What follows belongs to an exercise in optimizing a design on an open flow for small area, a short achievable clock period and few clock cycles per item; a production flow would make more cautious choices.
Function was checked by simulation only, so behaviour that the tests miss may differ from the original.
The clock input has no modelled driver; a real chip could not lean on it and would need a root buffer or a full tree.
Power and IR drop assume default switching activity.

==> flow/design.v (excerpt) <==
module small_set_membership_table #(
  parameter int unsigned CAPACITY   = ssmt_pkg::DEF_CAPACITY,
  parameter int unsigned ELEM_WIDTH = ssmt_pkg::DEF_ELEM_WIDTH
) (
  input  wire logic                          clk_i,
  input  wire logic                          rst_ni,
  input  wire logic                          start_i,
  output logic                               busy_o,
  input  wire logic [ssmt_pkg::OP_W-1:0]     op_i,
  input  wire logic [ssmt_pkg::VALUE_W-1:0]  value_i,
  output logic                               valid_o,
  output logic                               was_member_o,
  output logic [ssmt_pkg::COUNT_W-1:0]       count_o,
  output logic                               empty_res_o,
  output logic                               full_res_o,
  output logic                               rejected_o
);
clock: 4.0 ns
lec_check: 0
cap_margin: 20
core_margin: 2
core_utilization: 40
cts_cluster_diameter: 100
cts_cluster_size: 30
setup_slack_margin: 2.15
slew_margin: 20
run.sh (not shown) runs the stock make flow with config.mk's settings and CLKGATE_MAP_FILE= SYNTH_SCRIPT=/design/flow/synth_recipe.tcl, a recipe that flattens the netlist after the stock synthesis.
The starting point passed the timing, DRC and antenna checks.
Testbench counts at the start, summed over its fixed seeds: cycles 32,032, items 32,000.
==> next run, changes <==
- CTS_CLUSTER_SIZE: 30 -> 24
- SETUP_SLACK_MARGIN: 2.15 -> 2.1
The new run produced a clean layout.
Clock skew is about the same.
Worst setup slack degrades by 0.0065 ns.
Core utilization falls by 0.16 points.
Global-route usage falls by 0.30 points.
First-iteration DRC count falls by 15%.
Cell count stays flat.
Via count falls by 0.56%.
Non-clock buffer count falls by 12.
==> next run, changes <==
- SETUP_SLACK_MARGIN: 2.1 -> 2.15
Result:
- area after synthesis is unchanged
- setup slack improved by 0.020 ns
- non-clock buffer count climbs by 4
- critical path depth decreases by 5
- power is about the same
- sequential power stays flat
- routed wire length barely changes
- combinational power is higher by about 2%
- hold slack stays flat
- sequential share of layout area went down by 0.20 points
- register-to-register slack improved by 0.07 ns
==> next run, changes <==
- PLACE_DENSITY: not set -> 0.8
After rerunning:
- design area goes down slightly
- combinational power goes down by roughly a tenth
- global-route usage goes down by 1.3 points
- hold slack hardly moves
- setup slack degrades by 0.029 ns
- synthesized cell count is unchanged
- count of clock-buffer cells in the layout does not change
- final cell count goes down slightly
==> next run, changes <==
- ABC_AREA: not set -> 1
- PLACE_DENSITY: 0.8 -> not set
Effect: The changed run produced a clean layout; cell area goes up by 3.0%; sequential share of layout area is lower by 1.9 points; worst hold slack stays flat; clock power is about the same; setup slack is worse by 0.030 ns.

* * *

run 1:
small_set_membership_table, a different RTL version from the one above (not shown whole).
Size in the first run: roughly 370 flip-flops, roughly 14000 µm² of cells after synthesis.
// small_set_membership_table
module small_set_membership_table #(
  parameter int unsigned CAPACITY   = ssmt_pkg::DEF_CAPACITY,
  parameter int unsigned ELEM_WIDTH = ssmt_pkg::DEF_ELEM_WIDTH
) (
  input  wire logic                          clk_i,
  input  wire logic                          rst_ni,
  input  wire logic                          start_i,
  output logic                               busy_o,
  input  wire logic [ssmt_pkg::OP_W-1:0]     op_i,
  input  wire logic [ssmt_pkg::VALUE_W-1:0]  value_i,
  output logic                               valid_o,
  output logic                               was_member_o,
  output logic [ssmt_pkg::COUNT_W-1:0]       count_o,
  output logic                               empty_res_o,
  output logic                               full_res_o,
  output logic                               rejected_o
);
  localparam int unsigned CNT_W = $clog2(CAPACITY + 1);
  logic                      y_vld_q;
  logic [ssmt_pkg::OP_W-1:0] y_op_q;
  logic [ELEM_WIDTH-1:0]     y_val_q;
  logic [CAPACITY-1:0]       y_raw_q;        
  logic [CAPACITY-1:0]       y_wslot_q;      
  logic                      y_weq_q;        
  logic                      y_same_q;       
  logic                      u_vld_q;
  logic [ssmt_pkg::OP_W-1:0] u_op_q;
  logic [ELEM_WIDTH-1:0]     u_val_q;
  logic [CAPACITY-1:0]       u_match_q, u_match_d;
  logic                      u_pre_q;        
  logic                      u_same_q;       
  logic                      u_post_q;       
  logic                    init_q;
  logic [CAPACITY-1:0]     valid_q, valid_d;
  logic [CNT_W-1:0]        count_q, count_d;
  logic                    full_now;         
  logic [CAPACITY-1:0]     free;             
  logic [CAPACITY-1:0]     raw_match;
  logic                    valid_res_q;
  logic                    was_q, empty_q, full_res_q, rej_q;
  ...
clock: 4.0 ns
lec_check: 0
cap_margin: 20
core_margin: 2
core_utilization: 40
setup_slack_margin: 2.35
slew_margin: 20
standard.sh (not shown) runs the stock make flow with config.mk's settings and CLKGATE_MAP_FILE= SYNTH_SCRIPT=/design/flow/synth_recipe.tcl, a recipe that flattens the netlist after the stock synthesis.
==> flow/flow/run.sh <==
#!/bin/bash
# The standard layout, with two changes: plain buf_4 cells as the port
# buffers, and a shallow balanced clock tree (flow/mcts.tcl) in place of
# TritonCTS. Synthesis and every other step are the standard ones.
set -euo pipefail
work=$(pwd)
export BUFFER_PORTS_ARGS="-buffer_cell sky130_fd_sc_hd__buf_4"
export PRE_CTS_TCL="$work/flow/mcts.tcl"
bash standard.sh > "$work/standard_flow.log" 2>&1
==> flow/flow/mcts.tcl <==
# PRE_CTS_TCL hook: replaces TritonCTS with a shallow balanced clock tree.
#
# The clock port drives COLS column buffers; each column buffer drives ROWS
# leaf buffers; each leaf buffer drives an equal share of the clock pins.
# Sinks are split into COLS columns of equal count by x, and each column
# into ROWS groups of equal count by y, so every register sees the same
# two buffers and a similar load. cts.tcl goes on as usual afterwards
# (legalization, timing repair).

rename clock_tree_synthesis __tritoncts_unused

proc clock_tree_synthesis { args } {
  set cols 4
  set rows 8
  set db [ord::get_db]
  set block [ord::get_db_block]
  set bufm [$db findMaster sky130_fd_sc_hd__clkbuf_16]
  set clknet [$block findNet clk_i]

  set sinks {}
  foreach it [$clknet getITerms] {
    if { [$it isInputSignal] } {
      set b [[$it getInst] getBBox]
      lappend sinks [list $it [expr { ([$b xMin] + [$b xMax]) / 2 }] \
        [expr { ([$b yMin] + [$b yMax]) / 2 }]]
    }
  }
  set n [llength $sinks]
  puts "mcts: $n clock sinks, $cols columns of $rows leaves"

  set by_x [lsort -integer -index 1 $sinks]
  set leaf 0
  for { set c 0 } { $c < $cols } { incr c } {
    set lo [expr { $c * $n / $cols }]
    set hi [expr { ($c + 1) * $n / $cols }]
    set col [lsort -integer -index 2 [lrange $by_x $lo [expr { $hi - 1 }]]]
    set m [llength $col]

    set mid [odb::dbInst_create $block $bufm "mcts_col_$c"]
    set midnet [odb::dbNet_create $block "mcts_colnet_$c"]
    $midnet setSigType CLOCK
    [$mid findITerm A] connect $clknet
    [$mid findITerm X] connect $midnet
    set mx 0
    set my 0

    for { set r 0 } { $r < $rows } { incr r } {
      set glo [expr { $r * $m / $rows }]
      set ghi [expr { ($r + 1) * $m / $rows }]
      set grp [lrange $col $glo [expr { $ghi - 1 }]]
      set sx 0
      set sy 0
      foreach s $grp {
        incr sx [lindex $s 1]
        incr sy [lindex $s 2]
      }
      set k [llength $grp]
      set lx [expr { $sx / $k }]
      set ly [expr { $sy / $k }]
      set lb [odb::dbInst_create $block $bufm "mcts_leaf_$leaf"]
      set lnet [odb::dbNet_create $block "mcts_leafnet_$leaf"]
      $lnet setSigType CLOCK
      [$lb findITerm A] connect $midnet
      [$lb findITerm X] connect $lnet
      $lb setLocation $lx $ly
      $lb setPlacementStatus PLACED
      foreach s $grp {
        set it [lindex $s 0]
        $it disconnect
        $it connect $lnet
      }
      incr mx $lx
      incr my $ly
      incr leaf
    }
    $mid setLocation [expr { $mx / $rows }] [expr { $my / $rows }]
    $mid setPlacementStatus PLACED
  }
  set_propagated_clock [all_clocks]
}
Testbench counts of run 1, summed over its fixed seeds: cycles 32,024, items 32,000.
Input-level comparison between run 2 and run 1:
- CTS_CLUSTER_SIZE: unset -> 24
- CTS_CLUSTER_DIAMETER: unset -> 100
- SETUP_SLACK_MARGIN: 2.35 -> 2.15
--- a/flow/flow/mcts.tcl
+++ b/flow/flow/mcts.tcl
@@ -13,3 +13,3 @@
   set cols 4
-  set rows 8
+  set rows 5
   set db [ord::get_db]
--- outcome ---
Comparing run 1 and run 2, the lower normalized max-slew margin was measured on run 2.
Against run 1 as the reference, run 2 delivers a lower net count reported at finish.
On sequential cell area, run 1 and run 2 are basically level.
Multi-input logic area: run 2 lower than run 1
Wire length (run 2 vs. run 1) decreases slightly
Total routing usage reported by global routing: run 2 < run 1
Against run 1, run 2 reports a number of global-route vias before repair that is lower.
Changes in run 3 relative to run 2:
- removing CTS_CLUSTER_SIZE (formerly 24)
- removing CTS_CLUSTER_DIAMETER (formerly 100)
- changing SETUP_SLACK_MARGIN from 2.15 to 2.35
--- a/flow/flow/mcts.tcl
+++ b/flow/flow/mcts.tcl
@@ -2,4 +2,5 @@
 #
-# The clock port drives COLS column buffers; each column buffer drives ROWS
-# leaf buffers; each leaf buffer drives an equal share of the clock pins.
+# The clock port drives COLS column buffers (clkbuf_16); each column buffer
+# drives ROWS leaf buffers (clkbuf_8); each leaf buffer drives an equal share
+# of the clock pins.
 # Sinks are split into COLS columns of equal count by x, and each column
@@ -17,2 +18,3 @@
   set bufm [$db findMaster sky130_fd_sc_hd__clkbuf_16]
+  set leafm [$db findMaster sky130_fd_sc_hd__clkbuf_8]
   set clknet [$block findNet clk_i]
@@ -59,3 +61,3 @@
       set ly [expr { $sy / $k }]
-      set lb [odb::dbInst_create $block $bufm "mcts_leaf_$leaf"]
+      set lb [odb::dbInst_create $block $leafm "mcts_leaf_$leaf"]
       set lnet [odb::dbNet_create $block "mcts_leafnet_$leaf"]
Notes after the runs:
Final worst-path cycle share: run 3 vs run 2 down 3.4 points
Run 2 and run 3 ended up with roughly the same worst hold slack.
Multi-input logic portion of the cell area essentially unchanged between run 2 and run 3.
Changes observed in run 3 relative to run 2: design area went up 2.0%, number of hold violations in the final report has remained practically unchanged, switching power total went down by 4.5%, first-iteration DRC count has increased, maximum frequency went up.
Edits applied to the flow inputs when going from run 3 to run 4:
--- a/flow/flow/mcts.tcl
+++ b/flow/flow/mcts.tcl
@@ -2,5 +2,4 @@
 #
-# The clock port drives COLS column buffers (clkbuf_16); each column buffer
-# drives ROWS leaf buffers (clkbuf_8); each leaf buffer drives an equal share
-# of the clock pins.
+# The clock port drives COLS column buffers; each column buffer drives ROWS
+# leaf buffers; each leaf buffer drives an equal share of the clock pins.
 # Sinks are split into COLS columns of equal count by x, and each column
@@ -14,3 +13,3 @@
   set cols 4
-  set rows 5
+  set rows 4
   set db [ord::get_db]
@@ -18,3 +17,2 @@
   set bufm [$db findMaster sky130_fd_sc_hd__clkbuf_16]
-  set leafm [$db findMaster sky130_fd_sc_hd__clkbuf_8]
   set clknet [$block findNet clk_i]
@@ -61,3 +59,3 @@
       set ly [expr { $sy / $k }]
-      set lb [odb::dbInst_create $block $leafm "mcts_leaf_$leaf"]
+      set lb [odb::dbInst_create $block $bufm "mcts_leaf_$leaf"]
       set lnet [odb::dbNet_create $block "mcts_leafnet_$leaf"]
==> run summary <==
- Compared with run 3, in run 4 first-pass GRT wire length saw little to no change, routed wire length saw an increase.
- Diff run 3..run 4 | setup slack | negligible
- Data arrival time of the critical path delta for run 4 relative to run 3: 30 ps higher
- Wire length on met3 (lower): run 3
- A startpoint-to-endpoint class of the critical path of in2reg is what run 3 shows, while reg2reg belongs to run 4.
- Comparing run 4 against run 3, there is no change at all in pre-CTS setup slack.
- Summary of run 4 over run 3: final non-filler cell area went up, layout cell share with drive strength beyond 1 decreased by 1.0 points relative to the old numbers.
No run of this note takes its clock network from TritonCTS; it comes from the design's own scripts or RTL.

-- re-timing with driven ports --
The flow's constraints put no driver on any port. The routed layouts listed below were extracted and timed again, unchanged, in two steps.
Step 1: set_driving_cell puts a clkbuf_16 on clk_i and a buf_2 on each other input, an assumption about the parent block.
Step 2 times the ports against the registers' clock, not the clock port: input delays grow and output delays shrink by t, the midpoint of the rising clock arrivals with the driver on.
Slacks: no drivers / after step 1 / after step 2; pairs: no drivers / after step 1.
run | t (ns) | setup slack, ns | cell pins on the clock port's net
the first run of note 1 | 0.586 | 2.150 / 2.099 / 2.176 | 1
the second run of note 1 | 0.575 | 2.143 / 2.092 / 2.143 | 1
the third run of note 1 | 0.575 | 2.164 / 2.110 / 2.211 | 1
the fourth run of note 1 | 0.580 | 2.135 / 2.099 / 2.135 | 1
the fifth run of note 1 | 0.574 | 2.104 / 2.104 / 2.104 | 1
run 1 | 0.417 | 2.301 / 2.283 / 1.950 | 4
run 2 | 0.406 | 2.208 / 2.182 / 1.836 | 4
run 3 | 0.416 | 2.343 / 2.284 / 1.953 | 4
run 4 | 0.408 | 2.342 / 2.273 / 1.993 | 4
After both steps setup and hold are still met in every run listed. The setup slack of run 3, which loses most, moves by -0.059 ns with the drivers and by -0.390 ns with both steps.
